Background: an optimization exercise with open tools, aiming at small area. Do not read the settings as production practice.
At most, simulation tests tie the RTL to the original design; equivalence was not proved.
Only the layout flow was run in runs 1 and 8; the RTL was not checked for function there.
No activity file was given, so power comes from the tool's default toggle rates.

$ cat flow/config.mk
export PLATFORM = sky130hd
export DESIGN_NAME = fifo_bridge_top
export DESIGN_NICKNAME = fifo_bridge_top
export VERILOG_FILES = /design/flow/design.v
export SDC_FILE = /design/flow/constraint.sdc
export NUM_CORES = 4
export LEC_CHECK = 0
export CAP_MARGIN = 20
export CORE_MARGIN = 2
export CORE_UTILIZATION = 40
export PLACE_DENSITY = 0.6
export SLEW_MARGIN = 20
export SYNTH_HIERARCHICAL = 1
$ cat flow/constraint.sdc
create_clock -name core_clock -period 5.0 [get_ports {clock}]
set_input_delay 1.0000 -clock core_clock [delete_from_list [all_inputs] [get_ports {clock}]]
set_output_delay 1.0000 -clock core_clock [all_outputs]
set_load 0.01 [all_outputs]
$ cat flow/design.v
package fifo_bridge_pkg;
   localparam int data_width = 64;    
   localparam int addr_width = 13;    
   localparam logic [addr_width-1:0] addr_ctrl  = 13'd0;    
   localparam logic [addr_width-1:0] addr_burst = 13'd1;    
   typedef enum logic [1:0] {
      mode_idle  = 2'd0,    
      mode_loop  = 2'd1,    
      mode_burst = 2'd2     
   } mode_t;
   typedef enum logic [1:0] {
      st_idle  = 2'd0,
      st_loop  = 2'd1,
      st_burst = 2'd2,
      st_done  = 2'd3       
   } ctrl_state_t;
   typedef union packed {
      struct packed {
         logic [54:0] reserved_hi;    
         logic        start;          
         logic [1:0]  reserved_lo;    
         mode_t       mode;           
         logic [3:0]  led;            
      } ctrl;
      struct packed {
         logic [15:0] reserved;       
         logic [15:0] length;         
         logic [31:0] seed;           
      } burst;
   } pio_word_t;
endpackage
module fifo_bridge_top
#(
   parameter int rx_depth   = 16,    
   parameter int tx_credits = 8      
)
(
   input  logic                                  clock,
   input  logic                                  rst,
   input  logic                                  pio_valid,
   input  logic [fifo_bridge_pkg::addr_width-1:0] pio_address,
   input  logic [fifo_bridge_pkg::data_width-1:0] pio_data,
   input  logic                                  rx_valid,
   input  logic [fifo_bridge_pkg::data_width-1:0] rx_data,
   output logic                                  rx_credit,
   output logic                                  tx_valid,
   output logic [fifo_bridge_pkg::data_width-1:0] tx_data,
   input  logic                                  tx_credit,
   output logic                                  interrupt,
   output logic [3:0]                            led
);
   localparam int dw = fifo_bridge_pkg::data_width;
   localparam int aw = $clog2(rx_depth);
   localparam int cw = $clog2(tx_credits + 1);
   logic        ctrl_write;
   logic        burst_write;
   logic        mode_loop;      
   logic        mode_burst;     
   logic        start;
   logic [31:0] seed;           
   logic [15:0] length;         
   logic        length_nz;      
   assign ctrl_write  = pio_valid && (pio_address == fifo_bridge_pkg::addr_ctrl);
   assign burst_write = pio_valid && (pio_address == fifo_bridge_pkg::addr_burst);
   always_ff @(posedge clock)
   begin
      if (rst)
      begin
         led        <= 4'h5;
         mode_loop  <= 1'b0;
         mode_burst <= 1'b0;
         start      <= 1'b0;
         length_nz  <= 1'b0;
      end
      else
      begin
         start <= ctrl_write && pio_data[8];
         if (ctrl_write)
         begin
            led        <= pio_data[3:0];
            mode_loop  <= (pio_data[5:4] == 2'd1);
            mode_burst <= (pio_data[5:4] == 2'd2);
         end
         if (burst_write)
            length_nz <= (pio_data[47:32] != 16'd0);
      end
   end
   always_ff @(posedge clock)
   begin
      if (burst_write)
      begin
         seed   <= pio_data[31:0];
         length <= pio_data[47:32];
      end
   end
   logic [rx_depth-1:0][dw-1:0] mem;
   logic [aw:0]   wr_ptr;
   logic [aw:0]   rd_ptr;
   logic          fifo_empty;
   logic          fifo_read;
   assign fifo_empty = (wr_ptr == rd_ptr);
   for (genvar k = 0; k < rx_depth; k++)
   begin : g_mem
      always_ff @(posedge clock)
      begin
         if (rx_valid && (wr_ptr[aw-1:0] == aw'(k)))
            mem[k] <= rx_data;
      end
   end
   always_ff @(posedge clock)
   begin
      if (rst)
      begin
         wr_ptr <= '0;
         rd_ptr <= '0;
      end
      else
      begin
         if (rx_valid)
            wr_ptr <= wr_ptr + 1'b1;
         if (fifo_read)
            rd_ptr <= rd_ptr + 1'b1;
      end
   end
   localparam logic [1:0] st_idle  = 2'd0;
   localparam logic [1:0] st_loop  = 2'd1;
   localparam logic [1:0] st_burst = 2'd2;
   localparam logic [1:0] st_done  = 2'd3;
   logic [1:0]    state;
   logic [1:0]    state_next;
   logic [cw-1:0] credits;
   logic          credit_ok;
   logic          step;
   logic          send;
   logic          load;
   logic [31:0]   value;        
   logic          first;        
   logic [15:0]   remaining;    
   assign credit_ok = (credits != '0) || tx_credit;
   assign fifo_read = (state == st_loop) && credit_ok && !fifo_empty;
   assign step      = (state == st_burst) && credit_ok;
   assign send      = fifo_read || step;
   assign load      = (state == st_idle) && start && mode_burst && length_nz;
   always_comb
   begin
      state_next = state;
      case (state)
         st_idle:
            if (mode_loop)
               state_next = st_loop;
            else if (load)
               state_next = st_burst;
         st_loop:
            if (!mode_loop)
               state_next = st_idle;
         st_burst:
            if (step && (remaining == 16'd1))
               state_next = st_done;
         default:
            state_next = st_idle;
      endcase
   end
   always_ff @(posedge clock)
   begin
      if (rst)
      begin
         state     <= st_idle;
         credits   <= cw'(tx_credits);
         tx_valid  <= 1'b0;
         interrupt <= 1'b0;
      end
      else
      begin
         state     <= state_next;
         tx_valid  <= send;
         interrupt <= (state == st_done);
         case ({tx_credit, send})
            2'b10:   credits <= credits + 1'b1;
            2'b01:   credits <= credits - 1'b1;
            default: credits <= credits;
         endcase
      end
   end
   always_ff @(posedge clock)
   begin
      if (load)
      begin
         value     <= seed;
         first     <= 1'b1;
         remaining <= length;
      end
      else if (step)
      begin
         if (!first)
            value <= value + 32'd1;
         first     <= 1'b0;
         remaining <= remaining - 16'd1;
      end
   end
   logic [rx_depth-1:0] sel;
   always_comb
   begin
      for (int k = 0; k < rx_depth; k++)
         sel[k] = !state[1] && (rd_ptr[aw-1:0] == aw'(k + 1));
   end
   tx_select #(
      .n  (rx_depth),
      .dw (dw)
   ) tx_select_inst
   (
      .sel   (sel),
      .mem   (mem),
      .bsel  (state[1]),
      .value (value),
      .out   (tx_data)
   );
   assign rx_credit = tx_valid && !state[1];
endmodule
module tx_select
#(
   parameter int n  = 16,
   parameter int dw = 64
)
(
   input  logic [n-1:0]  sel,
   input  logic [n-1:0][dw-1:0] mem,
   input  logic          bsel,
   input  logic [31:0]   value,
   output logic [dw-1:0] out
);
   always_comb
   begin
      out = '0;
      for (int k = 0; k < n; k++)
         out = out | ({dw{sel[k]}} & mem[k]);
      out[31:0] = out[31:0] | ({32{bsel}} & value);
   end
endmodule
$ cat flow/run.sh
#!/bin/bash
# synth_recipe.tcl (not shown) runs the flow's synth.tcl, then flattens the netlist and writes it again
# the make line also repeats each setting of config.mk as NAME=value (left out here)
make -C /OpenROAD-flow-scripts/flow DESIGN_CONFIG=/design/flow/config.mk WORK_HOME=/design/flow/orfs CLKGATE_MAP_FILE= SYNTH_SCRIPT=/design/flow/synth_recipe.tcl finish
==> run summary, run 1 <==
status no timing/DRC/antenna violations; Post-CTS Resized 0; Power, Total 19100 uW; period utilization 97.4%; CP max stage cell and2_2; core area 105000 um^2; EDFF count, synth 1120; #FFs+latches synth 1147; Yosys cell types 51; mapped cell area 42500 um^2; leakage power 0.0159 uW; Slew headroom 28.2%; PortBufs 200; crit-path max cell delay 0.59 ns; Int Power 15300 uW; width of the die 330 um; I/O Pins 217; Mapped Cells 2306; largest net degree at the start of global routing 99; CTS hold repair buffers 0; Sink Count 1147; Synth top area share 79.2%; final setup skew 0.0462 ns; Synth Net Count 2467; Reg power frac 55.9%; antenna viol nets, final 0; sequential share of the synthesized area 80.4%; RSZ-0062 raised after global routing false; YS warnings 8; Worst-Margin Slew 1.07 ns; FMAX 205 MHz; number of global-route vias before repair 23900; Clock power frac 42.4%; post-CTS setup buffer count 0; ys async rst share 0%; Congestion Overflow GR 0; TritonCTS clock tree built; dominant cell type by area after synthesis edfxtp_1; global-route wire length before repair 165000 um; final hold vios 0; Root Driver clkbuf_16; switching pwr 3830 uW; largest cells by area after synthesis edfxtp_1, a221oi_1, a22o_1, a22oi_1, dfxtp_1; fin. max-slew vios 0; CTS max path bufs 3; synth cell count leaders edfxtp_1, a221oi_1, a22o_1, a22oi_1, nor2_1; max-capacitance violation count 0; clock latency (worst-skew pair) 0.71 ns; CP Launch Type flop; Final nets 2724; Peak VDD IR 0.000281 V; TritonCTS buffer count 112; Required @ worst endpoint 4.00 ns; Worst Path Buf+Inv 3; CP Capture Type output port; Comb pwr share 1.7%; DR WL/cell 28.4 um; Initial DRC Count 2956; post-DP HPWL 64500 um; vias per inst 5.93; Top Family by Delay on Critical Path simple AND/OR/NAND/NOR gates; Syn Area/Cell 18.4 um^2; GP Congestion 0.804; initial antenna violation count 12; Reg clk slew, reported paths 0.06 ns; Remaining DRCs 0; CP Cell Sequence nor3b_1, and2_2, buf_12, buf_12, a22oi_1, and3_1, nand3_1, clkdlybuf4s50_1; area growth from synthesis to layout 17.9%; Detailed Routing Iterations Pass 1 6; setup TNS 0 ns; FP Rows 119; ys flop type edfxtp_1; worst-path fanout max 19; critical path class flop to output port; Final Setup Violations 0; HP Class flop to flop; Initial Utilization 40.4%; H-Tree Depth 3; most used cell, CP buf_12; Die Height 330 um; most frequent cell after synthesis edfxtp_1; Die ar. 109000 um^2; total number of vias 24000; Pwr Density 382 nW/um^2; CP arrival 3.87 ns; drt total wl 115000 um; Sw Ratio 20.0%; GR Util All Layers 20.9%; share of layout cells above drive strength 1 12.2%; fin crit period 4.87 ns
## cell type report
type	count	area [um^2]
Fill cell	8663	55200
Sequential cell	1147	34200
Multi-Input combinational cell	1011	7650
Clock buffer	143	3010
Timing Repair Buffer	277	2920
Tap cell	1391	1740
Clock inverter	68	548
Inverter	14	52.6
Antenna cell	1	2.50
## sequential cells by signal (all words and copies together) (netlist names)
signal	count
start	1
credits	4
interrupt	1
length_nz	1
mem	1024
length	16
rd_ptr	5
tx_valid	1
first	1
seed	32
mode_loop	1
mode_burst	1
remaining	16
wr_ptr	5
led	4
state	2
value	32
## power groups by stage
| stage | Combinational, uW | Sequential, uW | Clock [uW] |
|---|---|---|---|
| after floorplan | 60.0 | 10900 | 0 |
| after global placement | 315 | 10900 | 0 |
| after detailed placement | 332 | 10900 | 0 |
| after CTS | 333 | 10700 | 8220 |
| after global routing | 358 | 10700 | 8570 |
| final | 332 | 10700 | 8110 |
## cell usage in the layout (no fill, tap or decap), types with 37 or more instances in the layout
cell type	count
a22o_1	160
nor2_1	78
a221oi_1	160
and3_1	37
nand4_1	51
a22oi_1	126
nand3_1	46
a21oi_1	51
clkdlybuf4s50_1	200
edfxtp_1	1120
nand2_1	50
buf_4	50
clkbuf_16	115
## through the flow
stage          instance area (um^2)  hold WS (ns)  instances  setup slack (ns)  utilization [%]
6_report                      50100         0.468       4052             0.132             47.6
5_1_grt                       50100         0.484       4051            0.0404             47.6
4_1_cts                       50100         0.467       4051             0.175             47.6
3_5_place_dp                  46500         0.458       3840             0.628             44.2
3_3_place_gp                  46500         0.446       3840             0.490             44.2
2_1_floorplan                 42500         0.419       2306             0.745                -
## cells by family (layout without fill, tap and decap cells)
group	after synthesis	in the layout	synth area share [%]
muxes	8	8	0.200
adders and majority gates	15	15	0.459
buffers and inverters	148	502	1.76
xor gates and xnor gates	55	55	1.13
other	0	1	0
and+or+nand+nor	353	353	4.39
AOI/OAI and AO/OA	580	580	11.6
DFF	1147	1147	80.4
## path summary, 6_finish.rpt
| path | from | depth (start not counted) | slack, ns | to |
|---|---|---|---|---|
| min | first$_SDFFE_PP1P_ | 2 | 0.47 | first$_SDFFE_PP1P_ |
| max reg2reg | state[1]$_SDFFE_PP0P_ | 13 | 1.28 | credits[3]$_SDFFE_PP1P_ |
| max | state[1]$_SDFFE_PP0P_ | 8 | 0.13 | tx_data[31] |
| min reg2reg | first$_SDFFE_PP1P_ | 2 | 0.47 | first$_SDFFE_PP1P_ |
## per-layer routing
metal,track usage (%),vias up,share of wire (%)
li1,-,10200,-
met1,30.0,12500,43
met2,33.1,1102,46
met3,4.11,189,8.4
met4,4.73,20,2.2
met5,0,-,0.11
## worst min-delay path, stage by stage (launching register included)
cell	delay, ns
dfxtp_1	0.32
nand2_1	0.06
nand2_1	0.05
==> run 2: changes to the inputs <==
--- a/flow/design.v
+++ b/flow/design.v
@@ -230,9 +230,78 @@
 );
-   always_comb
-   begin
-      out = '0;
-      for (int k = 0; k < n; k++)
-         out = out | ({dw{sel[k]}} & mem[k]);
-      out[31:0] = out[31:0] | ({32{bsel}} & value);
-   end
-endmodule
+   for (genvar b = 0; b < dw; b++)
+   begin : g_bit
+      logic [5:0] t;    
+      logic       p;
+      for (genvar g = 0; g < 5; g++)
+      begin : g_aoi
+         aoi222 u_aoi (
+            .a0 (sel[3*g]),   .b0 (mem[3*g][b]),
+            .a1 (sel[3*g+1]), .b1 (mem[3*g+1][b]),
+            .a2 (sel[3*g+2]), .b2 (mem[3*g+2][b]),
+            .y  (t[g])
+         );
+      end
+      nand2c u_last (
+         .a (sel[15]), .b (mem[15][b]),
+         .y (t[5])
+      );
+      if (b < 32)
+      begin : g_lo
+         logic tv;
+         nand2c u_val (
+            .a (bsel), .b (value[b]),
+            .y (tv)
+         );
+         and4c u_and (
+            .a (t[0]), .b (t[1]), .c (t[2]), .d (tv),
+            .y (p)
+         );
+      end
+      else
+      begin : g_hi
+         and3c u_and (
+            .a (t[0]), .b (t[1]), .c (t[2]),
+            .y (p)
+         );
+      end
+      nand4c u_out (
+         .a (p), .b (t[3]), .c (t[4]), .d (t[5]),
+         .y (out[b])
+      );
+   end
+endmodule
+module aoi222
+(
+   input  logic a0, b0, a1, b1, a2, b2,
+   output logic y
+);
+   assign y = !((a0 && b0) || (a1 && b1) || (a2 && b2));
+endmodule
+module and4c
+(
+   input  logic a, b, c, d,
+   output logic y
+);
+   assign y = a && b && c && d;
+endmodule
+module nand2c
+(
+   input  logic a, b,
+   output logic y
+);
+   assign y = !(a && b);
+endmodule
+module and3c
+(
+   input  logic a, b, c,
+   output logic y
+);
+   assign y = a && b && c;
+endmodule
+module nand4c
+(
+   input  logic a, b, c, d,
+   output logic y
+);
+   assign y = !(a && b && c && d);
+endmodule
--- a/flow/config.mk
+++ b/flow/config.mk
@@ -10,2 +10,3 @@
 export CORE_UTILIZATION = 40
+export CTS_BUF_LIST = sky130_fd_sc_hd__clkbuf_4 sky130_fd_sc_hd__clkbuf_8
 export PLACE_DENSITY = 0.6
==> run 2 against run 1 <==
  * Critical path depth fell by 1
  * Non-clock buffer count fell by 15
  * Sequential share of layout area rose by 1.4 points
  * Count of clock-buffer cells in the layout rose by 94
  * Synthesized area fell by 3.3%
==> run summary, run 2 <==
largest cells by area after synthesis edfxtp_1, a222oi_1, dfxtp_1, nand4_1, nand2_1; clock latency (worst-skew pair) 0.83 ns; Detailed Routing Iterations Pass 1 9; period utilization 97.5%; RSZ-0062 raised after global routing false; largest net degree at the start of global routing 100; CP max stage cell clkdlybuf4s50_1; Synth Net Count 2261; CP Capture Type output port; CTS hold repair buffers 0; Sw Ratio 20.5%; core area 102000 um^2; total number of vias 23700; TritonCTS buffer count 178; ys flop type edfxtp_1; max reg flops 1024; Sink Count 1147; post-CTS setup buffer count 0; dominant cell type by area after synthesis edfxtp_1; Die Height 324 um; Clock power frac 41.0%; number of global-route vias before repair 23900; status no timing/DRC/antenna violations; final hold vios 0; post-route cell area 49100 um^2; Final Setup Violations 0; Initial DRC Count 3543; Peak VDD IR 0.000200 V; share of layout cells above drive strength 1 14.8%; fill count 8454; Root Driver clkbuf_8; fin. max-slew vios 0; vias per inst 5.87; Power, Total 18700 uW; post-DP HPWL 60000 um; ys async rst share 0%; leakage power 0.0153 uW; H-Tree Depth 4; FMAX 205 MHz; Yosys cell types 43; Largest regs mem x1024, seed x32, value x32; Die ar. 105000 um^2; post-layout util 48.2%; switching pwr 3830 uW; dpl cell area 45500 um^2; Worst-Margin Slew 1.05 ns; final setup skew 0.0331 ns; Final nets 2689; Synth top area share 81.9%; Required @ worst endpoint 4.00 ns; synth cell count leaders edfxtp_1, a222oi_1, nand2_1, nor2_1, nand4_1; commonest non-fill, non-tap cell in the layout edfxtp_1; Mapped Cells 2100; CP Cell Sequence nor3b_4, and2_4, buf_4, a222oi_1, and4_1, nand4_1, clkdlybuf4s50_1; Comb pwr share 1.8%; drt total wl 111000 um; DR WL/cell 27.5 um; crit-path max cell delay 0.59 ns; CP arrival 3.88 ns; YS warnings 7; Syn Area/Cell 19.6 um^2; #FFs+latches synth 1147; Int Power 14900 uW; commonest non-fill, non-tap cells in the layout edfxtp_1, a222oi_1, clkdlybuf4s50_1, clkbuf_8, nand2_1; Pwr Density 381 nW/um^2; CP Launch Type flop; Remaining DRCs 0; critical path class flop to output port; sequential share of the synthesized area 83.2%; GR Util All Layers 20.3%; I/O Pins 217; width of the die 324 um; global-route wire length before repair 157000 um; area of the multi-input gates 6980 um^2; mapped cell area 41100 um^2; Reg power frac 57.2%; fin crit period 4.88 ns; HP Class flop to flop; FP Rows 117; Register Area 34200 um^2; GP Congestion 0.744; area growth from synthesis to layout 19.5%; Reg clk slew, reported paths 0.06 ns; initial antenna violation count 15; TritonCTS clock tree built; max-capacitance violation count 0; Top reg by flops mem; CTS max path bufs 3; Congestion Overflow GR 0; Slew headroom 29.9%; Initial Utilization 40.3%; Inst Count DP 3707; PortBufs 200; setup TNS 0 ns; antenna viol nets, final 0; most frequent cell after synthesis edfxtp_1; non-filler cells in the finished layout 4040; EDFF count, synth 1120; worst-path fanout max 14
run 2: changes by cell type after synthesis, sizes merged, moves of 7 or more:
cell	change
a22o	-160
nand4	+25
and4	+36
nand2	+62
a22oi	-128
xnor2	+7
nand3	-30
xor2	-7
a221oi	-192
clkbuf	-23
a222oi	+288
buf	-88
run 2: stage by stage:
stage	worst slack [ns]	hold WS, ns
detailed placement	0.729	0.473
floorplan	0.971	0.423
finish	0.123	0.482
CTS	0.00688	0.482
global route	0.000992	0.520
global placement	0.621	0.466
run 2: final timing paths:
kind              slack, ns                       to  depth (start not counted)                    from
setup / recovery       0.12              tx_data[29]                          7  rd_ptr[2]$_SDFFE_PP0P_
hold / removal         0.48       first$_SDFFE_PP1P_                          2      first$_SDFFE_PP1P_
setup reg to reg       1.61  credits[3]$_SDFFE_PP1P_                         13   state[1]$_SDFFE_PP0P_
hold reg to reg        0.48       first$_SDFFE_PP1P_                          2      first$_SDFFE_PP1P_
run 2: routing by layer:
layer  wire length (um)  track usage (%)
met1              43900             26.5
met2              53600             33.6
met3              10800             5.07
met4               2700             6.22
met5                 94                0
run 2: worst max-delay path, delay by kind of cell, from the launching register on:
family | cells | cell delay [ns]
AO/OA/AOI/OAI | 1 | 0.15
buffers and inverters | 2 | 0.92
flip-flops | 1 | 0.56
AND/OR/NAND/NOR | 4 | 1.41
run 2: cell type report:
cell class	count	share of cell area [%]
antenna	3	0.0153
clock buffer	237	5.96
clock inverter	84	1.17
inverter	14	0.107
multi-input combinational	925	14.2
sequential	1147	69.6
tap	1368	3.49
timing repair buffer	262	5.43
run 2: what timing repair did:
item,4_1_cts,5_1_grt
gates resized for setup,0,6
hold endpoints to repair,0,0
setup endpoints to repair,0,36
run 2: cell families (layout without fill, tap and decap cells):
family	count (synthesis)	count (layout)	synth area share, %
flip-flops	1147	1147	83.2
multiplexers	8	8	0.204
buffers and inverters	37	597	0.338
AND/OR/NAND/NOR	451	460	5.97
AO/OA/AOI/OAI	387	387	8.66
other	0	3	0
XOR/XNOR	55	55	1.17
adder cells (fa/ha/maj)	15	15	0.475
run 2: power by group through the flow:
stage	Clock, uW	Combinational [uW]	Sequential (uW)
finish	7660	337	10700
global route	8210	364	10700
CTS	7800	341	10700
detailed placement	0	340	10900
global placement	0	325	10900
floorplan	0	61.7	10900
run 2: Yosys stat by module, one instance, submodules excluded, excerpt:
module           cells inside  area, um^2
nand2c                      1        3.75
fifo_bridge_top          1556       36600
and4c                       1        8.76
aoi222                      1        10.0
and3c                       1        6.26
nand4c                      1        6.26
==> run 3: changes to the inputs <==
==> flow/flow/run.sh (new file) <==
#!/bin/bash
# standard layout with small port buffers and a clock tree of small buffers
# without dummy loads; make's full output goes to make.log here.
set -euo pipefail
bash standard.sh \
   'BUFFER_PORTS_ARGS=-buffer_cell sky130_fd_sc_hd__buf_1' \
   'CTS_ARGS=-sink_clustering_enable -repair_clock_nets -buf_list {sky130_fd_sc_hd__clkbuf_4 sky130_fd_sc_hd__clkbuf_8} -dont_use_dummy_load' \
   finish > make.log 2>&1
==> flow/standard.sh (new file) <==
#!/bin/bash
# synth_recipe.tcl (not shown) runs the flow's synth.tcl, then flattens the netlist and writes it again
# the make line also repeats each setting of config.mk as NAME=value (left out here)
make -C /OpenROAD-flow-scripts/flow DESIGN_CONFIG=/design/flow/config.mk WORK_HOME=/design/flow/orfs CLKGATE_MAP_FILE= SYNTH_SCRIPT=/design/flow/synth_recipe.tcl "${@:-finish}"
--- a/flow/config.mk
+++ b/flow/config.mk
@@ -10,3 +10,2 @@
 export CORE_UTILIZATION = 40
-export CTS_BUF_LIST = sky130_fd_sc_hd__clkbuf_4 sky130_fd_sc_hd__clkbuf_8
 export PLACE_DENSITY = 0.6
removed: flow/run.sh
==> run 3 against run 2 <==
  * Setup slack gained 0.10 ns
  * Flip-flop and latch count unchanged
  * Largest cell class unchanged
  * Combinational power shrank 21%
  * Largest power group unchanged
==> run summary, run 3 <==
vias per inst 6.04; Congestion Overflow GR 0; most frequent cell after synthesis edfxtp_1; Clock power frac 36.3%; CP Launch Type flop; area of the multi-input gates 6860 um^2; total number of vias 23600; width of the die 324 um; Remaining DRCs 0; dominant cell type by area after synthesis edfxtp_1; status no timing/DRC/antenna violations; Detailed Routing Iterations Pass 1 6; core area 102000 um^2; GR Util All Layers 20.7%; clock latency (worst-skew pair) 0.81 ns; non-filler cells in the finished layout 3898; DR WL/cell 28.7 um; Slew headroom 29.4%; YS warnings 7; mapped cell area 41100 um^2; Sw Ratio 19.6%; largest cells by area after synthesis edfxtp_1, a222oi_1, dfxtp_1, nand4_1, nand2_1; Reg clk slew, reported paths 0.06 ns; Die ar. 105000 um^2; max reg flops 1024; drt total wl 112000 um; Pwr Density 369 nW/um^2; RSZ-0062 raised after global routing false; fill count 8730; post-DP HPWL 62300 um; antenna viol nets, final 0; final hold vios 0; final setup skew 0.0570 ns; Largest regs mem x1024, seed x32, value x32; Yosys cell types 43; TritonCTS clock tree built; setup ws final 0.227 ns; leakage power 0.0141 uW; period utilization 95.5%; global-route wire length before repair 159000 um; Die Height 324 um; HP Class primary input to flop; CP arrival 3.77 ns; Syn Area/Cell 19.6 um^2; Initial Utilization 40.3%; fin. max-slew vios 0; fin crit period 4.77 ns; Synth top area share 81.9%; setup TNS 0 ns; Place WS 1.13 ns; FP Rows 117; worst-path fanout max 31; Final Setup Violations 0; Root Driver clkbuf_8; TritonCTS buffer count 178; Top reg by flops mem; switching pwr 3380 uW; initial antenna violation count 13; max-capacitance violation count 0; largest net degree at the start of global routing 100; post-layout util 45.8%; #FFs+latches synth 1147; CTS hold repair buffers 0; share of layout cells above drive strength 1 11.5%; Initial DRC Count 3800; number of global-route vias before repair 23700; Int Power 13800 uW; commonest non-fill, non-tap cells in the layout edfxtp_1, a222oi_1, buf_1, clkbuf_8, nand2_1; commonest non-fill, non-tap cell in the layout edfxtp_1; Peak VDD IR 0.000246 V; ys flop type edfxtp_1; Register Area 34200 um^2; synth cell count leaders edfxtp_1, a222oi_1, nand2_1, nor2_1, nand4_1; Reg power frac 62.1%; EDFF count, synth 1120; Inst Count DP 3713; Sink Count 1147; GP Congestion 0.777; Final nets 2686; CP Capture Type output port; Mapped Cells 2100; sequential share of the synthesized area 83.2%; PortBufs 200; ys async rst share 0%; FMAX 209 MHz; H-Tree Depth 4; Comb pwr share 1.5%; Synth Net Count 2261; area growth from synthesis to layout 13.6%; Post-CTS Resized 0; Required @ worst endpoint 4.00 ns; critical path class flop to output port; Worst-Margin Slew 1.06 ns; I/O Pins 217; CTS max path bufs 3; WHS 0.367 ns; post-CTS setup buffer count 0
[run 3: kinds of logic after synthesis]
group | count (synthesis) | share of synthesized area (%)
compound gates | 387 | 8.66
xor+xnor | 55 | 1.17
fa+ha+maj | 15 | 0.475
buf+inv | 37 | 0.338
flops | 1147 | 83.2
mux | 8 | 0.204
simple gates | 451 | 5.97
[run 3: final cells by class]
type                       count  area share, %
sequential                  1147           73.2
multi-input combinational    916           14.7
clock buffer                 178           5.25
tap                         1368           3.67
timing repair buffer         268           3.00
inverter                      14          0.113
antenna                        7         0.0375
[run 3: modules after synthesis (local to each module, per instance), a selection]
module / copies in the design / flip-flops and latches / cells / area [um^2]
and4c: 32 / 0 / 1 / 8.76
nand2c: 96 / 0 / 1 / 3.75
and3c: 32 / 0 / 1 / 6.26
aoi222: 320 / 0 / 1 / 10.0
nand4c: 64 / 0 / 1 / 6.26
fifo_bridge_top: 1 / 1147 / 1556 / 36600
[run 3: metrics by stage]
step                area [um^2]  power (uW)
finish                    46700       17200
global route              46700       17800
CTS                       46600       17300
floorplan                 41100       10900
global placement          44200       11100
detailed placement        44200       11200
[run 3: path summary, 6_finish.rpt]
| check | startpoint | end | slack, ns | cells past startpoint |
|---|---|---|---|---|
| worst max-delay path | rd_ptr[0]$_SDFFE_PP0P_ | tx_data[18] | 0.23 | 7 |
| worst min-delay path | pio_data[17] | seed[17]$_DFFE_PP_ | 0.37 | 1 |
| worst max register to register | state[1]$_SDFFE_PP0P_ | credits[3]$_SDFFE_PP1P_ | 1.81 | 13 |
| worst min register to register | first$_SDFFE_PP1P_ | first$_SDFFE_PP1P_ | 0.49 | 2 |
[run 3: routing by layer]
metal / GRT usage (%) / wire [um] / up-vias
met1: 27.6 / 44800 / 12100
met3: 5.69 / 11200 / 203
met5: 0 / 57 / -
met4: 6.87 / 2980 / 8
met2: 33.0 / 52700 / 1228
li1: - / - / 9996
[run 3: critical path, stage by stage, from the launching register on]
cell	delay [ns]
dfxtp_1	0.47
ha_1	0.25
and3_2	0.88
buf_4	0.47
a222oi_1	0.16
and4_1	0.24
nand4_1	0.10
buf_1	0.37
[run 3: power by group through the flow]
| stage | Combinational, uW | Sequential (uW) | Clock [uW] |
|---|---|---|---|
| global route | 291 | 10700 | 6770 |
| global placement | 251 | 10900 | 0 |
| finish | 266 | 10700 | 6250 |
| CTS | 267 | 10700 | 6380 |
| detailed placement | 267 | 10900 | 0 |
| floorplan | 61.7 | 10900 | 0 |
==> run 4: changes to the inputs <==
==> flow/flow/run.sh (replaced) <==
#!/bin/bash
# standard layout with small port buffers and a clock tree of larger sink
# clusters without dummy loads; make's full output goes to make.log here.
set -euo pipefail
bash standard.sh \
   'BUFFER_PORTS_ARGS=-buffer_cell sky130_fd_sc_hd__buf_1' \
   'CTS_ARGS=-sink_clustering_enable -repair_clock_nets -buf_list {sky130_fd_sc_hd__clkbuf_16} -sink_clustering_size 24 -sink_clustering_max_diameter 80 -dont_use_dummy_load' \
   finish > make.log 2>&1
==> run 4 against run 3 <==
  * Wire length shrank 1.7%
  * Flip-flop and latch count is the same
  * Non-clock buffer count is the same
  * Critical path depth stayed put
  * Die area unchanged
  * Largest cell class unchanged
  * Sequential share of layout area up 1.7 points
  * Setup slack better by 0.16 ns
  * Highest routed layer unchanged
  * Global-route usage shrank 0.50 points
==> run summary, run 4 <==
status no timing/DRC/antenna violations; area of the multi-input gates 6860 um^2; R2R setup slack 1.77 ns; Required @ worst endpoint 4.00 ns; I/O Pins 217; largest net degree at the start of global routing 100; RR Endpoint credits[3]$_SDFFE_PP1P_; Congestion Overflow GR 0; setup TNS 0 ns; commonest non-fill, non-tap cells in the layout edfxtp_1, a222oi_1, buf_1, nand2_1, nor2_1; period utilization 92.2%; commonest non-fill, non-tap cell in the layout edfxtp_1; worst-path fanout max 31; Final Setup Violations 0; crit path to tx_data[18]; synth cell count leaders edfxtp_1, a222oi_1, nand2_1, nor2_1, nand4_1; RSZ-0062 raised after global routing false; Detailed Routing Iterations Pass 1 9; ys async rst share 0%; post-CTS setup buffer count 0; post-DP HPWL 62300 um; Sink Count 1147; area growth from synthesis to layout 10.9%; GP Congestion 0.777; share of layout cells above drive strength 1 6.96%; most frequent cell after synthesis edfxtp_1; Mapped Cells 2100; setup ws final 0.391 ns; TritonCTS buffer count 55; total number of vias 22800; Place WS 1.13 ns; Initial DRC Count 3829; initial antenna violation count 13; Die ar. 105000 um^2; critical path class flop to output port; number of global-route vias before repair 22700; Register Area 34200 um^2; global-route wire length before repair 156000 um; EDFF count, synth 1120; FMAX 217 MHz; Root Driver clkbuf_16; H-Tree Depth 2; R2R Path Start state[1]$_SDFFE_PP0P_; drt total wl 110000 um; fill count 8802; mapped cell area 41100 um^2; largest cells by area after synthesis edfxtp_1, a222oi_1, dfxtp_1, nand4_1, nand2_1; Syn Area/Cell 19.6 um^2; Synth top area share 81.9%; Slew headroom 28.4%; CP Capture Type output port; TritonCTS clock tree built; Initial Utilization 40.3%; Worst-Margin Slew 1.07 ns; Largest regs mem x1024, seed x32, value x32; final hold vios 0; dominant cell type by area after synthesis edfxtp_1; leakage power 0.0135 uW; Sw Ratio 19.2%; Post-CTS Resized 0; CTS hold repair buffers 0; switching pwr 3010 uW; Comb pwr share 1.7%; vias per inst 6.05; sequential share of the synthesized area 83.2%; DR WL/cell 29.1 um; CP arrival 3.61 ns; clock latency (worst-skew pair) 0.67 ns; FP Rows 117; GR Util All Layers 20.2%; Pwr Density 343 nW/um^2; Reg power frac 68.2%; #FFs+latches synth 1147; Worst R2R Path Depth 13; max-capacitance violation count 0; ys flop type edfxtp_1; Int Power 12600 uW; CP Launch Type flop; Peak VDD IR 0.000254 V; width of the die 324 um; Reg clk slew, reported paths 0.09 ns; Die Height 324 um; CTS max path bufs 3; fin. max-slew vios 0; final setup skew 0.0499 ns; fin crit period 4.61 ns; Final nets 2563; core area 102000 um^2; Clock power frac 30.1%; Remaining DRCs 0; HP Class flop to flop; Synth Net Count 2261; critical path startpoint rd_ptr[0]$_SDFFE_PP0P_; Top reg by flops mem; PortBufs 200; antenna viol nets, final 0; YS warnings 7; max reg flops 1024; Yosys cell types 43
==> run 4: cell types whose count changed in the layout (fill, tap and decap cells not counted), sizes merged <==
| cell | previous run | this run |
|---|---|---|
| diode | 7 | 4 |
| clkbuf | 178 | 55 |
==> run 4: power groups by stage <==
stage	combinational, uW	sequential (uW)	clock [uW]
floorplan	61.7	10900	0
global placement	251	10900	0
detailed placement	267	10900	0
CTS	267	10700	4800
global route	291	10700	5110
finish	265	10700	4710
==> run 4: layout make-up <==
cell class              count  area share, %
inverters                  14          0.115
well taps                1368           3.76
repair buffers            268           3.07
flip-flops and latches   1147           75.0
clock buffers              55           3.02
diodes                      4         0.0220
multi-input cells         916           15.0
==> run 4: cells by family after synthesis <==
group	share of synthesized area, %
compound gates	8.66
xor+xnor	1.17
fa+ha+maj	0.475
buf+inv	0.338
flops	83.2
mux	0.204
simple gates	5.97
==> run 4: modules after synthesis, one instance, submodules excluded, a selection <==
module	flops+latches	area, um^2	cells	times used
and4c	0	8.76	1	32
aoi222	0	10.0	1	320
nand2c	0	3.75	1	96
fifo_bridge_top	1147	36600	1556	1
and3c	0	6.26	1	32
nand4c	0	6.26	1	64
==> run 4: worst min-delay path by stage <==
stage / from / end / slack (ns) / cells after the start
global route: pio_data[17] / seed[17]$_DFFE_PP_ / 0.49 / 1
detailed placement: first$_SDFFE_PP1P_ / first$_SDFFE_PP1P_ / 0.48 / 2
CTS: pio_data[17] / seed[17]$_DFFE_PP_ / 0.46 / 1
finish: length_nz$_SDFFE_PP0P_ / length_nz$_SDFFE_PP0P_ / 0.49 / 2
floorplan: first$_SDFFE_PP1P_ / first$_SDFFE_PP1P_ / 0.42 / 2
global placement: first$_SDFFE_PP1P_ / first$_SDFFE_PP1P_ / 0.47 / 2
==> run 4: layer usage <==
| layer | GRT usage (%) | up-vias | wire length, um |
|---|---|---|---|
| li1 | - | 9762 | - |
| met1 | 27.6 | 11700 | 43300 |
| met2 | 32.9 | 1191 | 52200 |
| met3 | 4.43 | 152 | 11700 |
| met4 | 5.41 | 10 | 2590 |
| met5 | 0 | - | 69 |
==> run 4: critical path, cell delays in order (launching register included) <==
cell      delay, ns
dfxtp_1        0.48
ha_1           0.25
and3_2         0.89
buf_4          0.47
a222oi_1       0.16
and4_1         0.24
nand4_1        0.11
buf_1          0.32
==> run 4: metrics by stage <==
step | hold WS (ns) | std cells | power (uW) | util, % | instance area (um^2)
detailed placement | 0.480 | 3713 | 11200 | 43.4 | 44200
CTS | 0.463 | 3768 | 15700 | 44.7 | 45600
floorplan | 0.423 | 2100 | 10900 | - | 41100
finish | 0.490 | 3772 | 15600 | 44.7 | 45600
global placement | 0.466 | 3713 | 11100 | 43.4 | 44200
global route | 0.494 | 3769 | 16100 | 44.7 | 45600
==> run 5: changes to the inputs <==
==> flow/flow/run.sh (replaced) <==
#!/bin/bash
# standard layout with small port buffers and a clock tree of larger sink
# clusters without dummy loads; make's full output goes to make.log here.
set -euo pipefail
bash standard.sh \
   'BUFFER_PORTS_ARGS=-buffer_cell sky130_fd_sc_hd__buf_1' \
   'CTS_ARGS=-sink_clustering_enable -repair_clock_nets -buf_list {sky130_fd_sc_hd__clkbuf_8} -sink_clustering_size 16 -sink_clustering_max_diameter 60 -dont_use_dummy_load' \
   finish > make.log 2>&1
--- a/flow/config.mk
+++ b/flow/config.mk
@@ -9,4 +9,4 @@
 export CORE_MARGIN = 2
-export CORE_UTILIZATION = 40
-export PLACE_DENSITY = 0.6
+export CORE_UTILIZATION = 60
+export PLACE_DENSITY = 0.75
 export SLEW_MARGIN = 20
==> run 5 against run 4 <==
  * Still clean on timing, DRC and antenna
  * Critical path depth unchanged
  * Die area decreased by 33%
  * Clock skew increased by 0.00070 ns
  * Sequential share of layout area increased by 1.5 points
  * Fmax decreased by 0.79%
  * Final cell count decreased by 13%
  * Wire length decreased by 6.6%
  * Synthesized area unchanged
  * Clock power decreased by 11%
  * Count of clock-buffer cells in the layout increased by 27
  * Synthesized cell count unchanged
==> run summary, run 5 <==
status no timing/DRC/antenna violations; CP Cell Sequence nor3b_1, and2_2, buf_4, a222oi_1, and4_1, nand4_1, buf_1; Top Family by Delay on Critical Path simple AND/OR/NAND/NOR gates; leakage power 0.0134 uW; hold depth 1; GP Congestion 0.813; GR Util All Layers 28.8%; WL met1 36500 um; post-CTS setup buffer count 0; Peak VDD IR 0.000198 V; largest cells by area after synthesis edfxtp_1, a222oi_1, dfxtp_1, nand4_1, nand2_1; Sw Ratio 19.5%; Congestion Overflow GR 0; vias per inst 7.14; #FFs+latches synth 1147; total number of vias 23500; PortBufs 200; met2 WL post-DR 48500 um; Die ar. 70600 um^2; H-Tree Depth 3; Die Height 266 um; FP Rows 95; YS warnings 7; crit-path max cell delay 0.67 ns; Largest regs mem x1024, seed x32, value x32; Required @ worst endpoint 4.00 ns; Stages on worst setup path 7; Final Setup Violations 0; DR WL/cell 31.1 um; Initial DRC Count 4751; I/O Pins 217; Remaining DRCs 0; most frequent cell after synthesis edfxtp_1; Sink Count 1147; Root Driver clkbuf_8; switching pwr 2940 uW; Pwr Density 338 nW/um^2; share of layout cells above drive strength 1 7.69%; TritonCTS buffer count 82; final setup skew 0.0506 ns; max reg flops 1024; dominant cell type by area after synthesis edfxtp_1; RSZ-0062 raised after global routing false; max layer used met5; CP max stage cell and2_2; period utilization 92.9%; Top reg by flops mem; sequential share of the synthesized area 83.2%; width of the die 266 um; fin. max-slew vios 0; clock latency (worst-skew pair) 0.69 ns; Slew headroom 15.6%; initial antenna violation count 6; CP arrival 3.65 ns; Place WS 1.22 ns; commonest non-fill, non-tap cells in the layout edfxtp_1, a222oi_1, buf_1, nand2_1, clkbuf_8; max-capacitance violation count 0; drt total wl 103000 um; CTS hold repair buffers 0; antenna viol nets, final 0; Worst-Margin Slew 1.27 ns; Yosys cell types 43; ys flop type edfxtp_1; setup TNS 0 ns; setup ws final 0.354 ns; TritonCTS clock tree built; post-DP HPWL 56000 um; Synth Net Count 2261; global-route wire length before repair 147000 um; Int Power 12200 uW; synth cell count leaders edfxtp_1, a222oi_1, nand2_1, nor2_1, nand4_1; FMAX 215 MHz; ys async rst share 0%; final hold vios 0; HP Class primary input to flop; largest net degree at the start of global routing 100; fin crit period 4.65 ns; Reg clk slew, reported paths 0.11 ns; CP Capture Type output port; Post-CTS Resized 0; WHS 0.457 ns; number of global-route vias before repair 23300; fill count 4374; Synth top area share 81.9%; Power, Total 15100 uW; EDFF count, synth 1120; Syn Area/Cell 19.6 um^2; CTS max path bufs 3; mapped cell area 41100 um^2; Clock power frac 27.6%; Mapped Cells 2100; Worst R2R Path Depth 12; Reg power frac 70.7%; Detailed Routing Iterations Pass 1 11; Worst Path Buf+Inv 2; Comb pwr share 1.7%; commonest non-fill, non-tap cell in the layout edfxtp_1; Initial Utilization 60.9%; critical path class flop to output port; core area 67500 um^2; Final nets 2582; met3 wire len 14300 um; worst-path fanout max 24; R2R setup slack 1.92 ns; area growth from synthesis to layout 8.73%; CP Launch Type flop
-- run 5: final timing paths --
kind / start / end
setup / recovery: rd_ptr[2]$_SDFFE_PP0P_ / tx_data[5]
setup reg to reg: rd_ptr[3]$_SDFFE_PP0P_ / credits[3]$_SDFFE_PP1P_
hold / removal: pio_data[17] / seed[17]$_DFFE_PP_
hold reg to reg: first$_SDFFE_PP1P_ / first$_SDFFE_PP1P_
-- run 5: worst register-to-register path, cell delays in order (launching register included) --
cell and delay (ns):
dfxtp_1 0.56, xor2_1 0.23, nor3_1 0.07, a31oi_1 0.54, inv_2 0.07, nand2_1 0.09
ha_1 0.20, ha_1 0.25, a21o_1 0.18, a21oi_1 0.18, xnor2_1 0.11, o21ai_0 0.14
or3b_1 0.35
-- run 5: final cells by class --
class                      count  area, um^2  share of cell area, %
timing repair buffer         260        1360                   3.04
inverter                      14        52.6                  0.118
clock buffer                  82        1130                   2.53
multi-input combinational    916        6860                   15.4
sequential                  1147       34200                   76.5
antenna                        3        7.51                 0.0168
tap                          873        1090                   2.45
-- run 5: metrics by stage --
step	cells	area, um^2	utilization (%)
floorplan	2100	41100	-
global placement	3209	43500	64.4
detailed placement	3209	43500	64.4
CTS	3291	44600	66.1
global route	3295	44700	66.2
finish	3295	44700	66.2
-- run 5: power groups by stage --
| stage | clock (uW) | sequential [uW] | combinational, uW |
|---|---|---|---|
| after floorplan | 0 | 10900 | 61.7 |
| after CTS | 4200 | 10700 | 260 |
| after detailed placement | 0 | 10900 | 260 |
| after global placement | 0 | 10900 | 241 |
| final | 4170 | 10700 | 262 |
| after global routing | 4500 | 10700 | 284 |
-- run 5: cells by family after synthesis --
group                    Yosys count  synth area share [%]
XOR/XNOR                          55                  1.17
buffers and inverters             37                 0.338
flip-flops                      1147                  83.2
AND/OR/NAND/NOR                  451                  5.97
adder cells (fa/ha/maj)           15                 0.475
AO/OA/AOI/OAI                    387                  8.66
multiplexers                       8                 0.204
-- run 5: modules after synthesis, one instance, submodules excluded, excerpt --
module | cell area, um^2 | times used
and3c | 6.26 | 32
and4c | 8.76 | 32
aoi222 | 10.0 | 320
fifo_bridge_top | 36600 | 1
nand2c | 3.75 | 96
nand4c | 6.26 | 64
-- run 5: routing by layer --
metal,vias to the layer above,track usage [%]
li1,9781,-
met5,-,0
met4,4,9.31
met3,183,6.91
met2,1787,45.8
met1,11800,39.9
==> run 6: changes to the inputs <==
--- a/flow/design.v
+++ b/flow/design.v
@@ -183,2 +183,6 @@
    end
+   logic inc;    
+   logic dec;    
+   assign inc = step && !first;
+   assign dec = step;
    always_ff @(posedge clock)
@@ -191,8 +195,7 @@
       end
-      else if (step)
+      else
       begin
-         if (!first)
-            value <= value + 32'd1;
-         first     <= 1'b0;
-         remaining <= remaining - 16'd1;
+         value     <= value + {31'd0, inc};
+         first     <= first && !step;
+         remaining <= remaining - {15'd0, dec};
       end
==> run 6 against run 5 <==
  * Utilization is 0.37 points lower
  * Sequential power is essentially flat
  * Synthesized cell count fell by 0.33%
  * Fmax increased by 3.2%
  * Clock skew rose by 0.046 ns
  * Global-route usage is 0.76 points lower
  * Clock power is 1% lower
  * Die area decreased by 1.1%
  * Sequential share of layout area decreased by 0.25 points
  * Critical endpoint is now tx_data[7]
  * Largest power group unchanged
==> run summary, run 6 <==
TritonCTS buffer count 82; Required @ worst endpoint 4.00 ns; final hold vios 0; FMAX 222 MHz; crit path to tx_data[7]; TritonCTS clock tree built; max reg flops 1024; Mapped Cells 2093; synth cell count leaders edfxtp_1, a222oi_1, nand2_1, nor2_1, nand4_1; setup ws final 0.499 ns; leakage power 0.0134 uW; Final nets 2581; CP Launch Type flop; RR Endpoint credits[3]$_SDFFE_PP1P_; sequential share of the synthesized area 82.9%; Worst-Margin Slew 1.09 ns; Synth top area share 79.2%; area growth from synthesis to layout 8.76%; Largest regs mem x1024, seed x32, value x32; vias per inst 7.00; CTS max path bufs 3; Sink Count 1147; CP arrival 3.50 ns; critical path class flop to output port; commonest non-fill, non-tap cell in the layout edfxtp_1; YS warnings 7; I/O Pins 217; Initial DRC Count 3774; most frequent cell after synthesis edfxtp_1; #FFs+latches synth 1147; R2R setup slack 1.69 ns; CP Capture Type output port; Pwr Density 339 nW/um^2; PortBufs 200; width of the die 264 um; max-capacitance violation count 0; Congestion Overflow GR 0; Die Height 264 um; H-Tree Depth 3; Worst R2R Path Depth 11; GR Util All Layers 28.0%; Peak VDD IR 0.000209 V; largest cells by area after synthesis edfxtp_1, a222oi_1, dfxtp_1, nand4_1, nand2_1; dominant cell type by area after synthesis edfxtp_1; GP Congestion 0.805; fin crit period 4.50 ns; Final Setup Violations 0; FP Rows 95; ys flop type edfxtp_1; post-CTS setup buffer count 0; R2R Path Start credits[0]$_SDFFE_PP0P_; clock latency (worst-skew pair) 0.73 ns; fin. max-slew vios 0; HP Class flop to flop; DR WL/cell 29.8 um; Die ar. 69800 um^2; ys async rst share 0%; Initial Utilization 60.5%; share of layout cells above drive strength 1 8.19%; final setup skew 0.0969 ns; status no timing/DRC/antenna violations; Reg clk slew, reported paths 0.10 ns; Synth Net Count 2255; number of global-route vias before repair 23000; Top reg by flops mem; critical path startpoint rd_ptr[3]$_SDFFE_PP0P_; Detailed Routing Iterations Pass 1 11; Remaining DRCs 0; RSZ-0062 raised after global routing false; Yosys cell types 52; Syn Area/Cell 19.4 um^2; EDFF count, synth 1072; post-DP HPWL 54400 um; mapped cell area 40600 um^2; CTS hold repair buffers 0; largest net degree at the start of global routing 68; Post-CTS Resized 0; setup TNS 0 ns; worst-path fanout max 30; Place WS 1.00 ns; core area 67200 um^2; period utilization 90.0%; antenna viol nets, final 0; global-route wire length before repair 144000 um; Root Driver clkbuf_8; initial antenna violation count 11; commonest non-fill, non-tap cells in the layout edfxtp_1, a222oi_1, buf_1, nand2_1, nor2_1; Slew headroom 27.2%; drt total wl 98200 um; total number of vias 23000
run 6: cell types whose count changed after synthesis, sizes merged, moves of 3 or more:
cell	delta
and4	-4
nor2	+5
xnor2	-6
nor3	-4
dfxtp	+48
buf	+8
xor2	+6
edfxtp	-48
and3	+4
or4	-5
nand3	+3
a21oi	-3
clkbuf	-11
run 6: cell families after synthesis:
logic type	after synthesis	synth area share [%]
XOR/XNOR	55	1.19
AO/OA/AOI/OAI	386	8.79
AND/OR/NAND/NOR	446	6.00
buffers and inverters	33	0.329
flip-flops	1147	82.9
adder cells (fa/ha/maj)	16	0.511
multiplexers	10	0.262
run 6: worst min-delay path by stage:
stage / start / endpoint / slack (ns) / cells after the start
floorplan: first$_SDFF_PP1_ / first$_SDFF_PP1_ / 0.44 / 2
global placement: first$_SDFF_PP1_ / first$_SDFF_PP1_ / 0.45 / 2
detailed placement: first$_SDFF_PP1_ / first$_SDFF_PP1_ / 0.46 / 2
CTS: pio_data[12] / seed[12]$_DFFE_PP_ / 0.42 / 1
global route: pio_data[17] / seed[17]$_DFFE_PP_ / 0.44 / 1
finish: seed[1]$_DFFE_PP_ / value[1]$_DFF_P_ / 0.45 / 1
run 6: metrics by stage:
stage	std cells	hold slack, ns	instance area, um^2	util (%)	power (uW)
2_1_floorplan	2093	0.440	40600	-	10900
3_3_place_gp	3207	0.449	43000	64.1	11100
3_5_place_dp	3207	0.461	43000	64.1	11100
4_1_cts	3289	0.419	44200	65.8	15100
5_1_grt	3293	0.444	44200	65.8	15400
6_report	3294	0.450	44200	65.8	15000
run 6: worst max-delay path, cell delays in order, from the launching register on:
cell and delay [ns]:
dfxtp_1 0.53, and3b_1 0.26, and2_2 0.88, buf_4 0.55
a222oi_1 0.18, nand4_1 0.13, buf_1 0.22
run 6: where the power goes:
| group | switching [uW] | internal [uW] | total, uW |
|---|---|---|---|
| clock network | 2650 | 1470 | 4130 |
| registers | 28.9 | 10600 | 10600 |
| logic | 211 | 43.1 | 254 |
| total | 2890 | 12100 | 15000 |
run 6: routing by layer:
metal | up-vias | wire (um) | global-route usage [%]
met4 | 16 | 3160 | 10.6
met3 | 194 | 11400 | 5.41
met5 | - | 94 | 0
met1 | 11600 | 35600 | 37.3
met2 | 1523 | 47900 | 46.4
li1 | 9712 | - | -
run 6: modules after synthesis (local to each module, per instance), a selection:
| module | cell area, um^2 | flops+latches | copies in the design |
|---|---|---|---|
| fifo_bridge_top | 36200 | 1147 | 1 |
| and3c | 6.26 | 0 | 32 |
| nand4c | 6.26 | 0 | 64 |
| and4c | 8.76 | 0 | 32 |
| nand2c | 3.75 | 0 | 96 |
| aoi222 | 10.0 | 0 | 320 |
run 6: layout make-up:
class / count / area (um^2)
flip-flops and latches: 1147 / 33700
well taps: 873 / 1090
inverters: 13 / 48.8
repair buffers: 262 / 1340
multi-input cells: 913 / 6880
diodes: 4 / 10.0
clock buffers: 82 / 1130
fillers: 4372 / 23000
==> run 7: changes to the inputs <==
--- a/flow/config.mk
+++ b/flow/config.mk
@@ -9,4 +9,4 @@
 export CORE_MARGIN = 2
-export CORE_UTILIZATION = 60
-export PLACE_DENSITY = 0.75
+export CORE_UTILIZATION = 75
+export PLACE_DENSITY = 0.85
 export SLEW_MARGIN = 20
==> run 7 against run 6 <==
  * Setup slack worse by 0.058 ns
  * Wire length up 1.5%
  * Synthesized area unchanged
  * Count of clock-buffer cells in the layout is the same
  * Critical endpoint is now tx_data[29]
==> run summary, run 7 <==
final setup skew 0.0774 ns; ys async rst share 0%; Post-CTS Resized 0; Pwr Density 342 nW/um^2; Die ar. 56100 um^2; largest net degree at the start of global routing 96; post-DP HPWL 56700 um; core area 53700 um^2; worst-path fanout max 29; area growth from synthesis to layout 8.14%; Final Setup Violations 0; fin crit period 4.56 ns; post-layout util 81.8%; DR WL/cell 32.0 um; initial antenna violation count 10; critical path class flop to output port; width of the die 237 um; switching pwr 2910 uW; Congestion Overflow GR 0; total number of vias 23800; Comb pwr share 1.7%; ys flop type edfxtp_1; GR Util All Layers 36.0%; Reg power frac 70.7%; clock latency (worst-skew pair) 0.72 ns; Synth Net Count 2255; H-Tree Depth 3; period utilization 91.2%; CP Launch Type flop; GP Congestion 0.810; Sw Ratio 19.4%; commonest non-fill, non-tap cells in the layout edfxtp_1, a222oi_1, buf_1, nand2_1, nor2_1; TritonCTS clock tree built; Int Power 12100 uW; leakage power 0.0134 uW; RSZ-0062 raised after global routing false; largest cells by area after synthesis edfxtp_1, a222oi_1, dfxtp_1, nand4_1, nand2_1; Sink Count 1147; CTS max path bufs 3; mapped cell area 40600 um^2; Required @ worst endpoint 4.00 ns; setup TNS 0 ns; Die Height 237 um; Remaining DRCs 0; max reg flops 1024; FMAX 219 MHz; synth cell count leaders edfxtp_1, a222oi_1, nand2_1, nor2_1, nand4_1; Peak VDD IR 0.000257 V; Largest regs mem x1024, seed x32, value x32; drt total wl 99700 um; TritonCTS buffer count 82; number of global-route vias before repair 23900; post-CTS setup buffer count 0; WHS 0.449 ns; Root Driver clkbuf_8; HP Class primary input to flop; FP Rows 85; PortBufs 200; vias per inst 7.63; dominant cell type by area after synthesis edfxtp_1; Slew headroom 19.0%; fin. max-slew vios 0; sequential share of the synthesized area 82.9%; Initial DRC Count 4788; commonest non-fill, non-tap cell in the layout edfxtp_1; I/O Pins 217; Initial Utilization 75.7%; share of layout cells above drive strength 1 8.12%; Detailed Routing Iterations Pass 1 10; Top reg by flops mem; CP Capture Type output port; Mapped Cells 2093; Worst-Margin Slew 1.21 ns; antenna viol nets, final 0; CTS hold repair buffers 0; #FFs+latches synth 1147; max-capacitance violation count 0; R2R setup slack 1.62 ns; Syn Area/Cell 19.4 um^2; Reg clk slew, reported paths 0.10 ns; status no timing/DRC/antenna violations; CP arrival 3.56 ns; Yosys cell types 52; Final nets 2579; global-route wire length before repair 146000 um; most frequent cell after synthesis edfxtp_1; EDFF count, synth 1072; final hold vios 0; YS warnings 7; Synth top area share 79.2%; Clock power frac 27.6%
## run 7: cell counts after synthesis
No cell type changed its count.
## run 7: area by class of cell
cell class,instances,area (um^2)
sequential,1147,33700
timing repair buffer,260,1310
tap,696,871
clock buffer,82,1130
antenna,4,10.0
multi-input combinational,913,6880
fill,2438,9770
inverter,13,48.8
## run 7: modules after synthesis, one instance, submodules excluded, excerpt
module           flip-flops and latches  copies in the design  cells
nand2c                                0                    96      1
nand4c                                0                    64      1
and4c                                 0                    32      1
aoi222                                0                   320      1
fifo_bridge_top                    1147                     1   1549
and3c                                 0                    32      1
## run 7: cell families (layout without fill, tap and decap cells)
logic type | count (synthesis) | in the layout | synth area share, %
DFF | 1147 | 1147 | 82.9
and+or+nand+nor | 446 | 446 | 6.00
muxes | 10 | 10 | 0.262
adders and majority gates | 16 | 16 | 0.511
other | 0 | 4 | 0
xor gates and xnor gates | 55 | 55 | 1.19
buffers and inverters | 33 | 355 | 0.329
AOI/OAI and AO/OA | 386 | 386 | 8.79
## run 7: final timing paths
| path | startpoint | endpoint | cells past startpoint |
|---|---|---|---|
| max | rd_ptr[2]$_SDFFE_PP0P_ | tx_data[29] | 7 |
| min | pio_data[11] | seed[11]$_DFFE_PP_ | 1 |
| max reg2reg | credits[0]$_SDFFE_PP0P_ | credits[3]$_SDFFE_PP1P_ | 11 |
| min reg2reg | seed[30]$_DFFE_PP_ | value[30]$_DFF_P_ | 1 |
## run 7: power groups by stage
stage	Combinational, uW	Clock (uW)	Sequential, uW
2_1_floorplan	61.3	0	10800
4_1_cts	252	4130	10600
5_1_grt	277	4450	10600
3_5_place_dp	251	0	10800
3_3_place_gp	230	0	10800
6_report	256	4140	10600
## run 7: metal layers
metal	global-route usage, %	up-vias	wire, um
met3	6.75	325	13500
met2	59.4	2056	49300
li1	-	9718	-
met4	15.5	10	4170
met1	48.2	11700	32700
met5	0	-	69
## run 7: stage by stage
step	instance area [um^2]	setup WS (ns)	total power (uW)	cells
floorplan	40600	0.964	10900	2093
global placement	42800	0.996	11100	3029
detailed placement	42800	1.00	11100	3029
CTS	43900	0.576	15000	3111
global route	43900	0.380	15400	3113
finish	43900	0.441	15000	3115
## run 7: critical path: stages, from the launching register on
cell      delay [ns]
dfxtp_1         0.52
nor3b_1         0.40
and2_2          0.61
buf_4           0.51
a222oi_1        0.19
and4_1          0.24
nand4_1         0.20
buf_1           0.20
==> run 8: changes to the inputs <==
--- a/flow/design.v
+++ b/flow/design.v
@@ -57,4 +57,3 @@
    logic        mode_loop;      
-   logic        mode_burst;     
-   logic        start;
+   logic        start_ok;       
    logic [31:0] seed;           
@@ -70,4 +69,3 @@
          mode_loop  <= 1'b0;
-         mode_burst <= 1'b0;
-         start      <= 1'b0;
+         start_ok   <= 1'b0;
          length_nz  <= 1'b0;
@@ -76,8 +74,7 @@
       begin
-         start <= ctrl_write && pio_data[8];
+         start_ok <= ctrl_write && pio_data[8] && (pio_data[5:4] == 2'd2) && length_nz;
          if (ctrl_write)
          begin
-            led        <= pio_data[3:0];
-            mode_loop  <= (pio_data[5:4] == 2'd1);
-            mode_burst <= (pio_data[5:4] == 2'd2);
+            led       <= pio_data[3:0];
+            mode_loop <= (pio_data[5:4] == 2'd1);
          end
@@ -135,5 +132,5 @@
    logic          load;
-   logic [31:0]   value;        
+   logic [31:0]   value_n;      
    logic          first;        
-   logic [15:0]   remaining;    
+   logic [15:0]   remaining_n;  
    assign credit_ok = (credits != '0) || tx_credit;
@@ -142,3 +139,3 @@
    assign send      = fifo_read || step;
-   assign load      = (state == st_idle) && start && mode_burst && length_nz;
+   assign load      = (state == st_idle) && start_ok;
    always_comb
@@ -156,3 +153,3 @@
          st_burst:
-            if (step && (remaining == 16'd1))
+            if (step && (remaining_n == 16'hfffe))
                state_next = st_done;
@@ -183,20 +180,46 @@
    end
-   logic inc;    
-   logic dec;    
-   assign inc = step && !first;
-   assign dec = step;
-   always_ff @(posedge clock)
-   begin
-      if (load)
-      begin
-         value     <= seed;
-         first     <= 1'b1;
-         remaining <= length;
+   logic [31:0] value_d;
+   logic [15:0] remaining_d;
+   logic [32:0] vc;     
+   logic [16:0] rb;     
+   assign vc[0] = step && !first;
+   assign rb[0] = step;
+   for (genvar i = 0; i < 32; i++)
+   begin : g_value
+      logic t;
+      if (i % 2 == 0)
+      begin : g_even
+         c_xnor2 u_sum (.a (value_n[i]), .b (vc[i]), .y (t));
+         if (i < 31)
+         begin : g_carry
+            c_nand2b u_carry (.a_n (value_n[i]), .b (vc[i]), .y (vc[i+1]));
+         end
       end
       else
-      begin
-         value     <= value + {31'd0, inc};
-         first     <= first && !step;
-         remaining <= remaining - {15'd0, dec};
+      begin : g_odd
+         c_xor2 u_sum (.a (value_n[i]), .b (vc[i]), .y (t));
+         if (i < 31)
+         begin : g_carry
+            c_nor2 u_carry (.a (value_n[i]), .b (vc[i]), .y (vc[i+1]));
+         end
+      end
+      c_mux2i u_load (.s (load), .a1 (seed[i]), .a0 (t), .y (value_d[i]));
+   end
+   assign vc[32] = 1'b0;
+   for (genvar i = 0; i < 16; i++)
+   begin : g_remaining
+      logic t;
+      c_xnor2 u_diff (.a (remaining_n[i]), .b (rb[i]), .y (t));
+      if (i < 15)
+      begin : g_borrow
+         c_and2 u_borrow (.a (remaining_n[i]), .b (rb[i]), .y (rb[i+1]));
       end
+      c_mux2i u_load (.s (load), .a1 (length[i]), .a0 (t), .y (remaining_d[i]));
+   end
+   assign rb[16] = 1'b0;
+   always_ff @(posedge clock)
+   begin
+      value_n     <= value_d;
+      remaining_n <= remaining_d;
+      first       <= load || (first && !step);
    end
@@ -216,3 +239,3 @@
       .bsel  (state[1]),
-      .value (value),
+      .value_n (value_n),
       .out   (tx_data)
@@ -230,3 +253,3 @@
    input  logic          bsel,
-   input  logic [31:0]   value,
+   input  logic [31:0]   value_n,
    output logic [dw-1:0] out
@@ -253,4 +276,4 @@
          logic tv;
-         nand2c u_val (
-            .a (bsel), .b (value[b]),
+         c_nand2b u_val (
+            .a_n (value_n[b]), .b (bsel),
             .y (tv)
@@ -310 +333,43 @@
 endmodule
+module c_xnor2
+(
+   input  logic a, b,
+   output logic y
+);
+   assign y = !(a ^ b);
+endmodule
+module c_xor2
+(
+   input  logic a, b,
+   output logic y
+);
+   assign y = a ^ b;
+endmodule
+module c_nor2
+(
+   input  logic a, b,
+   output logic y
+);
+   assign y = !(a || b);
+endmodule
+module c_nand2b
+(
+   input  logic a_n, b,
+   output logic y
+);
+   assign y = !(!a_n && b);
+endmodule
+module c_and2
+(
+   input  logic a, b,
+   output logic y
+);
+   assign y = a && b;
+endmodule
+module c_mux2i
+(
+   input  logic s, a1, a0,
+   output logic y
+);
+   assign y = !(s ? a1 : a0);
+endmodule
--- a/flow/config.mk
+++ b/flow/config.mk
@@ -9,4 +9,4 @@
 export CORE_MARGIN = 2
-export CORE_UTILIZATION = 75
-export PLACE_DENSITY = 0.85
+export CORE_UTILIZATION = 60
+export PLACE_DENSITY = 0.75
 export SLEW_MARGIN = 20
==> run 8 against run 7 <==
  * Still clean
  * Fmax down 3.5%
  * Synthesized area about the same
  * Flip-flop and latch count down 1
  * Critical endpoint is now value_n[30]$_DFF_P_
  * Largest power group unchanged
==> run summary, run 8 <==
status no timing/DRC/antenna violations; Top reg by flops mem; fin crit period 4.72 ns; global-route wire length before repair 142000 um; fill count 4329; FP Rows 95; post-synthesis compound-gate area fraction 8.23%; post-DP HPWL 55300 um; Syn Area/Cell 20.1 um^2; antenna viol nets, final 0; Yosys cell types 45; Peak VDD IR 0.000255 V; most frequent cell after synthesis edfxtp_1; TritonCTS buffer count 83; synth cell count leaders edfxtp_1, a222oi_1, dfxtp_1, nand2_1, nand4_1; Detailed Routing Iterations Pass 1 8; TritonCTS clock tree built; DR WL/cell 29.4 um; area growth from synthesis to layout 9.97%; Congestion Overflow GR 0; final hold vios 0; H-Tree Depth 3; Post-Synth XOR/XNOR Area 1.27%; largest net degree at the start of global routing 58; Synth Net Count 2175; period utilization 94.4%; vias per inst 6.93; Largest regs mem x1024, seed x32, value_n x32; core area 67000 um^2; Mapped Cells 2017; final setup skew 0.0935 ns; max reg flops 1024; leakage power 0.0136 uW; setup ws final 0.278 ns; share of layout cells above drive strength 1 11.1%; mapped cell area 40600 um^2; Remaining DRCs 0; crit-path max cell delay 0.18 ns; hold depth 1; CP max stage cell nor2_4; #FFs+latches synth 1146; max-capacitance violation count 0; Final Setup Violations 0; Initial DRC Count 3991; largest cells by area after synthesis edfxtp_1, a222oi_1, dfxtp_1, mux2i_1, nand4_1; initial antenna violation count 5; GP Congestion 0.767; EDFF count, synth 1072; R2R Path Start credits[2]$_SDFFE_PP0P_; simple-gate area share of the yosys netlist 5.49%; WHS 0.415 ns; Synth top area share 79.2%; ys flop type edfxtp_1; CP Launch Type primary input; sequential share of the synthesized area 82.9%; non-filler cells in the finished layout 3274; CP Capture Type flop; Die ar. 69800 um^2; Slew headroom 30.8%; clock latency (worst-skew pair) 0.72 ns; Sink Count 1146; Die Height 264 um; I/O Pins 217; most used cell, CP nand2b_1; post-route cell area 44700 um^2; Inst Count DP 3177; fin. max-slew vios 0; R2R setup slack 0.32 ns; Root Driver clkbuf_8; dpl cell area 43400 um^2; worst-path fanout max 2; Initial Utilization 60.6%; HP Start length[6]$_DFFE_PP_; width of the die 264 um; commonest non-fill, non-tap cell in the layout edfxtp_1; CTS hold repair buffers 0; Pwr Density 338 nW/um^2; dominant cell type by area after synthesis edfxtp_1; RSZ-0062 raised after global routing true; mux contribution to synthesized area 1.48%; commonest non-fill, non-tap cells in the layout edfxtp_1, a222oi_1, buf_1, buf_4, clkbuf_8; Place WS -0.556 ns; Final nets 2559; number of global-route vias before repair 22800; critical path class primary input to flop; largest family of logic cells by synthesized area compound AO/OA/AOI/OAI gates; CTS max path bufs 3; Reg clk slew, reported paths 0.10 ns; GR Util All Layers 27.6%; Post-Synth Adder-Cell Area 0.388%; FMAX 212 MHz; Worst-Margin Slew 1.04 ns; PortBufs 200; ys async rst share 0%; HP Class flop to flop; total number of vias 22700; Worst R2R Path Depth 37; CP arrival 5.26 ns; Required @ worst endpoint 5.54 ns; RR Endpoint value_n[30]$_DFF_P_; hold endpoint remaining_n[6]$_DFF_P_; drt total wl 96400 um; YS warnings 7; Power, Total 15100 uW
==> run 8: changes by cell type after synthesis, moves of 15 or more <==
cell | previous run | this run
nand2_1 | 111 | 70
nor2_1 | 84 | 43
nand3_1 | 18 | 2
a21oi_1 | 48 | 8
nand2b_1 | 1 | 51
mux2i_1 | 5 | 55
and2_1 | 28 | 43
==> run 8: power by group <==
group | leakage (uW) | switching [uW] | internal (uW)
Sequential | 0.0103 | 53.4 | 10600
Clock | 0.000597 | 2660 | 1490
Combinational | 0.00267 | 228 | 74.1
Total | 0.0136 | 2940 | 12200
==> run 8: modules after synthesis, one instance, submodules excluded, excerpt <==
module           times used  cells inside
fifo_bridge_top           1          1331
c_mux2i                  48             1
nand4c                   64             1
c_xnor2                  32             1
c_and2                   15             1
and3c                    32             1
c_nand2b                 48             1
c_xor2                   16             1
==> run 8: kinds of logic (layout without fill, tap and decap cells) <==
kind of cell	after synthesis	in the layout
AO/OA/AOI/OAI	339	339
XOR/XNOR	59	59
adder cells (fa/ha/maj)	12	12
buffers and inverters	22	404
flip-flops	1146	1146
multiplexers	59	59
other	0	2
AND/OR/NAND/NOR	380	380
==> run 8: timing repair <==
item	4_1_cts	5_1_grt
setup endpoints to repair	0	4
buffers inserted	0	11
resized for setup	0	11
==> run 8: worst max-delay path: cells and delay by family <==
family / cells / cell delay [ns]
compound gates: 1 / 0.15
xor+xnor: 1 / 0.09
mux: 1 / 0.08
simple gates: 33 / 3.75
buf+inv: 2 / 0.20
==> run 8: how the worst max path moves through the flow <==
stage               slack (ns)      start                   to
finish                    0.28  tx_credit  value_n[30]$_DFF_P_
global route             -0.13  tx_credit  value_n[31]$_DFF_P_
CTS                       0.17  tx_credit  value_n[31]$_DFF_P_
detailed placement       -0.56  tx_credit  value_n[31]$_DFF_P_
global placement         -0.49  tx_credit  value_n[31]$_DFF_P_
floorplan                -0.16  tx_credit  value_n[31]$_DFF_P_
==> run 8: per-layer routing <==
layer	global-route usage, %	wire length (um)
met5	0	63
met1	37.5	34900
met3	5.56	11700
met4	9.34	2910
met2	45.2	46700
==> run 8: through the flow <==
step | setup TNS [ns] | util, %
final | 0 | 66.6
after global routing | -0.251 | 66.6
after floorplan | -0.255 | -
after CTS | 0 | 66.4
after global placement | -1.63 | 64.7
after detailed placement | -2.16 | 64.7
==> run 8: cell type report <==
type	instances	area, um^2	share of cell area, %
Sequential cell	1146	33700	75.4
Multi-Input combinational cell	849	7010	15.7
Timing Repair Buffer	308	1690	3.79
Tap cell	873	1090	2.45
Clock buffer	83	1140	2.56
Antenna cell	2	5.00	0.0112
Inverter	13	48.8	0.109

re-timing with driven ports:
In the flow no input, the clock included, has a driving cell. The finished layouts below were timed again as built, in two steps.
Step 1, drivers: a clkbuf_16 drives clock and a buf_2 each remaining input, both assumed.
Step 2, shift: input delay + t, output delay - t, t = (earliest + latest rising clock arrival at the registers) / 2. This alone moves slack from input paths to output paths.
Three values: no drivers, after step 1, after step 2; two values: the first two.
| run | t (ns) | slack for setup (ns) | worst setup path after step 2 | worst register clock-pin slew, ns | pins driven straight from the clock port |
|---|---|---|---|---|---|
| run 1 | 0.750 | 0.132 / 0.067 / 0.509 | input to register | 0.07 / 0.07 | 1 |
| run 2 | 0.885 | 0.123 / 0.060 / 0.645 | input to register | 0.07 / 0.07 | 1 |
| run 3 | 0.860 | 0.227 / 0.165 / 1.025 | register to output | 0.06 / 0.06 | 1 |
| run 4 | 0.708 | 0.391 / 0.326 / 1.034 | register to output | 0.10 / 0.10 | 1 |
| run 5 | 0.738 | 0.354 / 0.296 / 1.035 | register to output | 0.11 / 0.11 | 1 |
| run 6 | 0.748 | 0.499 / 0.433 / 1.006 | input to register | 0.10 / 0.10 | 1 |
| run 7 | 0.735 | 0.441 / 0.382 / 0.974 | input to register | 0.10 / 0.10 | 1 |
| run 8 | 0.733 | 0.278 / 0.280 / -0.440 | input to register | 0.10 / 0.10 | 1 |
With both steps, setup timing fails in run 8, where it was met with ideal ports. For run 8, which loses most, drivers alone change the setup slack by +0.002 ns; drivers and shift together by -0.718 ns.
